Context: an optimization exercise on an open-source flow, tuned for small area and a short achievable clock period. The choices shown serve that exercise and are no tape-out recipe. The RTL was checked by simulation tests, not by an equivalence proof against the original design.

==> flow/design.v <==
module array_ram_writer #(
    parameter int NUM_PORTS = 8,
    parameter int WIN_SIZE  = 25,
    parameter int DEPTH     = 200,
    parameter int AW        = 8,
    parameter int DW        = 8
) (
    input  logic                    clk,
    input  logic                    rst_n,
    input  logic [NUM_PORTS-1:0]    wr_req,
    input  logic [NUM_PORTS*AW-1:0] wr_addr,
    input  logic [NUM_PORTS*DW-1:0] wr_data,
    output logic [NUM_PORTS-1:0]    wr_ack,
    output logic [NUM_PORTS-1:0]    wr_err,
    input  logic [AW-1:0]           rd_addr,
    output logic [DW-1:0]           rd_data,
    output logic [15:0]             wr_count
);
    localparam int ABS_W = $clog2(DEPTH) + 1;
    localparam int IW    = (DEPTH > 1) ? $clog2(DEPTH) : 1;
    localparam int PW    = (NUM_PORTS > 1) ? $clog2(NUM_PORTS) : 1;
    generate
        if (NUM_PORTS * WIN_SIZE > DEPTH) begin : g_depth_check
            $error("array_ram_writer: NUM_PORTS*WIN_SIZE exceeds DEPTH");
        end
    endgenerate
    logic [DW-1:0]        mem [DEPTH];
    logic [AW-1:0]        loc_addr [NUM_PORTS];
    logic [DW-1:0]        loc_data [NUM_PORTS];
    logic [NUM_PORTS-1:0] elig;
    logic [PW-1:0]        rr_ptr_q, rr_ptr_d;
    logic [PW-1:0]        scan_idx, gnt_idx;
    logic                 gnt_valid, gnt_err, mem_we;
    logic [DW-1:0]        gnt_data;
    logic [ABS_W-1:0]     wr_abs, rd_abs;
    logic [NUM_PORTS-1:0] wr_ack_q, wr_ack_d;
    logic [NUM_PORTS-1:0] wr_err_q, wr_err_d;
    logic [DW-1:0]        rd_data_q, rd_data_d;
    logic [15:0]          wr_count_q, wr_count_d;
    genvar gi;
    generate
        for (gi = 0; gi < NUM_PORTS; gi++) begin : g_port
            assign loc_addr[gi] = wr_addr[AW*gi +: AW];
            assign loc_data[gi] = wr_data[DW*gi +: DW];
            assign wr_ack_d[gi] = gnt_valid && (gnt_idx == PW'(gi));
            assign wr_err_d[gi] = wr_ack_d[gi] && gnt_err;
        end
    endgenerate
    assign elig = wr_req & ~wr_ack_q;
    always_comb begin
        gnt_valid = 1'b0;
        gnt_idx   = '0;
        scan_idx  = '0;
        for (int k = NUM_PORTS - 1; k >= 0; k--) begin
            scan_idx = PW'((int'(rr_ptr_q) + k) % NUM_PORTS);
            if (elig[scan_idx]) begin
                gnt_valid = 1'b1;
                gnt_idx   = scan_idx;
            end
        end
    end
    always_comb begin
        gnt_err  = (int'(loc_addr[gnt_idx]) >= WIN_SIZE);
        gnt_data = loc_data[gnt_idx];
        wr_abs   = ABS_W'(WIN_SIZE * int'(gnt_idx)) + ABS_W'(loc_addr[gnt_idx]);
        mem_we   = gnt_valid && !gnt_err;
        rr_ptr_d = rr_ptr_q;
        if (gnt_valid) begin
            rr_ptr_d = (gnt_idx == PW'(NUM_PORTS - 1)) ? '0 : gnt_idx + 1'b1;
        end
        wr_count_d = wr_count_q;
        if (mem_we && (wr_count_q != 16'hFFFF)) begin
            wr_count_d = wr_count_q + 16'd1;
        end
        rd_abs    = ABS_W'(rd_addr);
        rd_data_d = '0;
        if (rd_abs < ABS_W'(DEPTH)) begin
            rd_data_d = mem[rd_abs[IW-1:0]];
        end
    end
    always_ff @(posedge clk or negedge rst_n) begin
        if (!rst_n) begin
            rr_ptr_q   <= '0;
            wr_ack_q   <= '0;
            wr_err_q   <= '0;
            rd_data_q  <= '0;
            wr_count_q <= '0;
        end else begin
            rr_ptr_q   <= rr_ptr_d;
            wr_ack_q   <= wr_ack_d;
            wr_err_q   <= wr_err_d;
            rd_data_q  <= rd_data_d;
            wr_count_q <= wr_count_d;
        end
    end
    always_ff @(posedge clk) begin
        if (rst_n && mem_we) begin
            mem[wr_abs[IW-1:0]] <= gnt_data;
        end
    end
    assign wr_ack   = wr_ack_q;
    assign wr_err   = wr_err_q;
    assign rd_data  = rd_data_q;
    assign wr_count = wr_count_q;
endmodule
==> flow/run.sh <==
#!/bin/bash
# synth_recipe.tcl (not shown) runs the flow's synth.tcl, then flattens the netlist and writes it again
# the make line also repeats each setting of config.mk as NAME=value (left out here)
make -C /OpenROAD-flow-scripts/flow DESIGN_CONFIG=/design/flow/config.mk WORK_HOME=/design/flow/orfs CLKGATE_MAP_FILE= SYNTH_SCRIPT=/design/flow/synth_recipe.tcl finish
==> flow/config.mk <==
export PLATFORM = sky130hd
export DESIGN_NAME = array_ram_writer
export DESIGN_NICKNAME = array_ram_writer
export VERILOG_FILES = /design/flow/design.v
export SDC_FILE = /design/flow/constraint.sdc
export NUM_CORES = 4
export LEC_CHECK = 0
export CAP_MARGIN = 20
export CORE_MARGIN = 2
export CORE_UTILIZATION = 40
export SLEW_MARGIN = 20
==> flow/constraint.sdc <==
create_clock -name core_clock -period 10.0 [get_ports {clk}]
set_input_delay 2.0000 -clock core_clock [delete_from_list [all_inputs] [get_ports {clk}]]
set_output_delay 2.0000 -clock core_clock [all_outputs]
set_load 0.01 [all_outputs]
==> impl_metrics.py <==
metrics = {
    "outcome": {
        "status": "no timing/DRC/antenna violations",
    },
    "setup_path": {
        "cp_slowest_cell": "nor3_1",
        "reg2reg_slack_ps": 1020,
        "slowest_delay_ps": 920,
        "crit_path_max_fanout": 59,
        "cpLargestDelayFamily": "simple AND/OR/NAND/NOR gates",
        "critPathKind": "input port to register",
        "crit_path_end_kind": "register",
        "crit_cells": 30,
        "worstPathArrival_ps": 9780,
        "cp-startpoint": "wr_req[3]",
        "cp_common_cell": "a21oi_1",
        "required_ps": 10410,
        "cp_num_buf_inv": 3,
        "setup.worst_path.end": "mem[137][1]",
        "r2r-end": "mem[137][1]",
        "reg2reg_from": "rr_ptr_q[1]",
        "setup.worst_path.start_class": "input port",
        "ff2ff_path_depth": 31,
    },
    "synthesis": {
        "syn-num-nets": 3335,
        "ys.warnings.count": 3,
        "synthesis.area_um2": 66100,
        "synthDistinctLibCells": 73,
        "synth_mux_area_share_pct": 17.67,
        "synth-simple-area-share_pct": 3.386,
        "avgSynthCellArea_um2": 20.89,
        "ys_async_sr_fraction_pct": 2.617,
        "post-synth-top-area-cell": "edfxtp_1",
        "ys_seq_area_share_pct": 74.32,
        "synth_xor_area_share_pct": 0.3445,
        "synth_adder_area_share_pct": 0.4959,
        "synth_top_family_by_area": "multiplexers",
        "ys_ff_latch": 1643,
        "synth_edf_count": 1600,
        "synthTopCellsByArea": "edfxtp_1, mux4_2, dfrtp_1",
        "synth-compound-area-share_pct": 2.347,
        "synthCells": 3164,
        "synth_top_cell_area_share_pct": 72.69,
        "ys.flop_type": "edfxtp_1",
    },
    "timing": {
        "worst_slack_ps": 629.1,
        "layout_worst_path_cycle_share_pct": 93.71,
        "fmax_mhz": 106.7,
        "worst_pin_slew_ps": 1151,
        "slew_violations": 0,
        "clock_skew_ps": 22.07,
        "rsz0062_at_grt": "false",
        "final_hold_viol_count": 0,
        "setup_violations": 0,
        "timing.slew.headroom_pct": 22.68,
        "min_period_ps": 9371,
    },
    "hold_path": {
        "hp-class": "register to register",
    },
    "global_route": {
        "grt_pass1_wl_um": 244300,
        "grt_pass1_vias": 33760,
        "antenna_found_initial": 4,
        "overflow": 0,
        "grtUsageTotal_pct": 20.04,
        "grt_max_degree": 201,
    },
    "detailed_routing": {
        "first_iter_violations": 3926,
        "via_count": 33570,
        "drt_wl_total_um": 168400,
        "ant_nets": 0,
        "routedWlPerCell_um": 28.71,
        "avgViaCountPerCell": 5.724,
        "drc": 0,
        "first_pass_iters": 5,
    },
    "floorplan": {
        "ios": 186,
        "die_area_um2": 168500,
        "die_h_um": 410.5,
        "core-area_um2": 164600,
        "start_util_pct": 40.15,
        "row_count": 149,
        "die_x_um": 410.5,
    },
    "cts": {
        "cts-root-buf": "clkbuf_16",
        "clock_path_buffers": 3,
        "numClockSinks": 1643,
        "cts_max_level": 4,
        "clk_pin_slew_ps": 60,
        "clk-insertion-delay-late_ps": 800,
        "post_cts_buffers": 0,
        "cts-resized-gates": 0,
        "cts_hold_buf": 0,
        "numCtsBuffers": 164,
        "cts_tree": "built",
    },
    "final_layout": {
        "n_antenna_cell": 0,
        "fill_cells": 13510,
        "area_growth_pct": 17.75,
        "drive_above_1_share_pct": 29.58,
        "final_area_um2": 77830,
        "fin_nets": 3708,
    },
    "placement": {
        "portBuffers": 185,
        "placed_area_um2": 72140,
        "dp_hpwl_um": 102200,
        "place_congestion": 0.8662,
        "place_ws_ps": -2.306,
    },
    "run": {
        "drv_cap": 0,
    },
}
==> flip-flops by register name (all words and copies together) (netlist names) <==
signal	count
wr_err_q	8
wr_count_q	16
rd_data_q	8
mem	1600
wr_ack_q	8
rr_ptr_q	3
==> kinds of logic after synthesis <==
kind of cell | Yosys count
flops | 1643
mux | 569
simple gates | 427
buf+inv | 243
compound gates | 231
xor+xnor | 26
fa+ha+maj | 25
==> layout make-up <==
type	count	area (µm²)	area share [%]
inverter	21	78.83	0.1013
timing repair buffer	429	3933	5.052
tap	2189	2739	3.519
clock buffer	202	4308	5.535
multi-input combinational	1278	16540	21.25
clock inverter	102	1112	1.429
sequential	1643	49120	63.11
==> worst register-to-register path, delay by kind of cell, from the launching register on <==
kind	cells	cell delay (ps)
AND/OR/NAND/NOR	6	2680
adder cells (fa/ha/maj)	6	2010
AO/OA/AOI/OAI	12	1620
buffers and inverters	3	820
flip-flops	1	590
XOR/XNOR	2	520
multiplexers	2	350
==> layout by cell type (no fill, tap or decap), types with 9 or more instances in the layout <==
cell type and instances:
clkinv_2 23, nand3_1 28, ha_1 23, edfxtp_1 1600, mux2i_1 69, dfrtp_1 43, and3_1 9, xnor2_1 18
nor3_2 41, nor2b_1 11, o21ai_0 46, buf_4 220, nor4_2 22, a21oi_1 59, nand2b_1 12, nor4_1 12
clkinv_1 38, inv_1 16, a222oi_1 14, mux2_2 23, a211oi_1 9, clkbuf_1 33, clkdlybuf4s50_1 178, clkinv_8 9
nor2_1 35, o22ai_1 19, buf_12 18, nor3_1 165, clkbuf_16 165, mux4_2 476, nand2_1 39, bufinv_16 18
o221ai_1 14
==> layer usage <==
layer,vias up,global-route usage [%],share of wire (%),routed length [µm]
met2,1437,31.09,47,79750
met3,206,4.697,8.3,13910
li1,14190,-,-,-
met1,17730,28.68,42,71160
met4,2,5.090,2.1,3535
met5,-,0,0.012,20
==> Yosys cell counts, types with 6 or more instances <==
cell type,n
and3_1,9
mux2_2,23
inv_1,16
nor3_1,206
mux4_2,476
o22ai_1,19
clkbuf_1,140
buf_1,55
a22oi_1,8
xnor2_1,21
a21oi_1,67
mux2i_1,69
ha_1,23
a211oi_1,9
and2_1,7
dfrtp_1,43
a222oi_1,14
nand2b_1,12
nor2b_1,11
nor2_1,35
o221ai_1,14
nor4_1,34
o21ai_0,46
buf_2,25
nand2_1,39
nand3_1,36
nor3b_1,6
edfxtp_1,1600
==> stage by stage <==
| stage | utilization (%) | hold WS, ps | setup TNS (ps) | cells |
|---|---|---|---|---|
| 3_3_place_gp | 43.82 | 486.3 | -166.8 | 5553 |
| 5_1_grt | 47.28 | 535.2 | 0 | 5864 |
| 2_1_floorplan | - | 518.9 | 0 | 3164 |
| 3_5_place_dp | 43.82 | 486.2 | -17.37 | 5554 |
| 4_1_cts | 47.12 | 507.6 | 0 | 5858 |
| 6_report | 47.28 | 503.0 | 0 | 5864 |
==> worst min-delay path by stage <==
stage / endpoint / cells past startpoint / start
final: wr_count_q[9] / 1 / wr_count_q[9]
after global routing: wr_count_q[9] / 1 / wr_count_q[9]
after CTS: wr_count_q[9] / 1 / wr_count_q[9]
after detailed placement: wr_count_q[9] / 1 / wr_count_q[9]
after global placement: wr_count_q[7] / 1 / wr_count_q[7]
after floorplan: wr_count_q[9] / 1 / wr_count_q[9]

## re-timing with driven ports
In the flow no input, the clock included, has a driving cell. The finished layout below was timed again as built, in two steps.
Step 1, drivers: a clkbuf_16 drives clk and a buf_2 each remaining input, both assumed.
Step 2 moves the port delays by t, midway between the first and last clock arrival at a register: inputs arrive t later, outputs are due t later. That takes back most of the time a late clock gives input paths.
a / b / c = ideal / step 1 / step 2; a / b = the first two.
t (ns): 0.873
setup slack, ns: 0.629 / 0.688 / -0.186
cell pins on the clock port's net: 1
With both steps, setup timing fails in this run, where it was met with ideal ports. For this run, drivers alone change the setup slack by +0.059 ns; drivers and shift together by -0.815 ns.
